What follows belongs to an exercise in optimizing a design on an open flow for small area, a short achievable clock period and few clock cycles per item; a production flow would make more cautious choices. Power figures rest on the tool's default switching activity, not on a simulated workload.

==> flow/design.v (excerpt) <==
module sorted_stack_count_table
#(
   parameter int CAPACITY = sst_pkg::CAPACITY_DEFAULT,
   parameter int KEY_BITS = sst_pkg::KEY_BITS_DEFAULT
) (
   input  wire logic                  clock,
   input  wire logic                  reset,
   input  wire logic                  req_valid,
   output logic                       req_ready,
   input  wire logic                  req_cmd,
   input  wire logic [sst_pkg::KEY_PORT_W-1:0] req_item_key,
   input  wire logic [sst_pkg::COUNT_W-1:0]    req_add_count,
   output logic                       rsp_valid,
   input  wire logic                  rsp_ready,
   output logic                       rsp_status,
   output logic                       rsp_found,
   output logic [sst_pkg::COUNT_W-1:0]         rsp_item_count,
   output logic [sst_pkg::TOTAL_W-1:0]         rsp_total_units,
   input  wire logic                  csr_wr_en,
   input  wire logic [sst_pkg::COUNT_W-1:0]    csr_wr_data
);
For scale: ~2100 cells after synthesis, about 780 flip-flops, ~32000 µm² of cells after synthesis.
==> flow/config.mk <==
export PLATFORM = sky130hd
export DESIGN_NAME = sorted_stack_count_table
export DESIGN_NICKNAME = sorted_stack_count_table
export VERILOG_FILES = /design/flow/design.v
export SDC_FILE = /design/flow/constraint.sdc
export NUM_CORES = 4
export LEC_CHECK = 0
export ABC_CLOCK_PERIOD_IN_PS = 2500
export CAP_MARGIN = 20
export CORE_MARGIN = 2
export CORE_UTILIZATION = 75
export CTS_CLUSTER_DIAMETER = 100
export CTS_CLUSTER_SIZE = 25
export PLACE_DENSITY = 0.82
export SLEW_MARGIN = 20
==> flow/constraint.sdc <==
create_clock -name core_clock -period 10.0 [get_ports {clock}]
set_input_delay 2.0000 -clock core_clock [delete_from_list [all_inputs] [get_ports {clock}]]
set_output_delay 2.0000 -clock core_clock [all_outputs]
set_load 0.01 [all_outputs]
standard.sh (not shown) runs the stock make flow with config.mk's settings and CLKGATE_MAP_FILE= SYNTH_SCRIPT=/design/flow/synth_recipe.tcl, a recipe that flattens the netlist after the stock synthesis.
==> flow/flow/run.sh <==
#!/bin/bash
# The standard layout, with repair_timing asked for 7 ns of setup slack
# at the design's own clock period and constraints (constraint.sdc unchanged)
set -euo pipefail
bash standard.sh SETUP_SLACK_MARGIN=7 finish > make_finish.log 2>&1
The baseline completed with no timing, DRC or antenna violations.
==> next run, changes <==
--- a/flow/config.mk
+++ b/flow/config.mk
@@ -6,10 +6,10 @@
 export NUM_CORES = 4
 export LEC_CHECK = 0
-export ABC_CLOCK_PERIOD_IN_PS = 2500
+export ABC_CLOCK_PERIOD_IN_PS = 1500
 export CAP_MARGIN = 20
 export CORE_MARGIN = 2
-export CORE_UTILIZATION = 75
+export CORE_UTILIZATION = 60
 export CTS_CLUSTER_DIAMETER = 100
 export CTS_CLUSTER_SIZE = 25
-export PLACE_DENSITY = 0.82
+export PLACE_DENSITY = 0.7
 export SLEW_MARGIN = 20
What happened: Utilization came out lower by 16 points; via count came out lower by 2.6%; hold slack stays flat; global-route usage came out lower by 6.5 points; synthesized area does not change.
==> next run, changes <==
==> flow/flow/run.sh (replaced) <==
#!/bin/bash
# The standard layout, with repair_timing asked for 6.6 ns of setup slack
# at the design's own clock period and constraints (constraint.sdc unchanged)
set -euo pipefail
bash standard.sh SETUP_SLACK_MARGIN=6.6 finish > make_finish.log 2>&1
--- a/flow/config.mk
+++ b/flow/config.mk
@@ -6,5 +6,5 @@
 export NUM_CORES = 4
 export LEC_CHECK = 0
-export ABC_CLOCK_PERIOD_IN_PS = 1500
+export ABC_CLOCK_PERIOD_IN_PS = 2500
 export CAP_MARGIN = 20
 export CORE_MARGIN = 2
Effect:
- sequential power barely changes
- setup slack got worse by 0.077 ns
- register-to-register slack got worse by 0.08 ns
- clock-buffer cell count rose by 2
- non-clock buffer count fell by 67
- first-iteration DRC count fell by a few percent
==> next run, changes <==
==> flow/flow/run.sh (replaced) <==
#!/bin/bash
# The standard layout, with repair_timing asked for 7 ns of setup slack
# at the design's own clock period and constraints (constraint.sdc unchanged)
set -euo pipefail
bash standard.sh SETUP_SLACK_MARGIN=7 finish > make_finish.log 2>&1
=> The new run passed the timing, DRC and antenna checks. Cell area climbs by about 3.4%. Utilization climbs by 2.3 points. Synthesized area stays the same. Power climbs by 0.53%. Worst setup slack improves by 0.077 ns. Synthesized cell count is unchanged. Final cell count climbs by 2.2%. Die area stays the same. Register-to-register slack improves by 0.08 ns.
No functional check of the RTL was part of any run of this note.

==> what the ideal ports hide <==
Ports are ideal in the flow. The routed layouts listed here were re-timed in OpenROAD. Step 1: set_driving_cell puts a clkbuf_16 on clock and a buf_2 on each other input, an assumption about the parent block. Step 2 also shifts input and output timing later by t, the mid clock arrival at the registers, as if the neighbouring blocks saw the same clock. a / b / c = no drivers / after step 1 / after step 2; a / b = the first two.
run	t, ns	setup slack, ns	worst setup path after step 2	latest minus earliest clock arrival (ns)	worst slew at a driven data input, ns
the first run	0.642	6.654 / 6.654 / 6.480	input to register	0.036 / 0.036	0.07
the second run	0.647	6.639 / 6.639 / 6.475	input to register	0.034 / 0.033	0.05
the third run	0.647	6.562 / 6.562 / 6.344	input to register	0.030 / 0.030	0.05
the fourth run	0.647	6.639 / 6.639 / 6.475	input to register	0.034 / 0.033	0.05
After both steps every run listed still meets setup and hold. The setup slack of the third run, which loses most, moves by 0.000 ns with the drivers and by -0.218 ns with both steps.
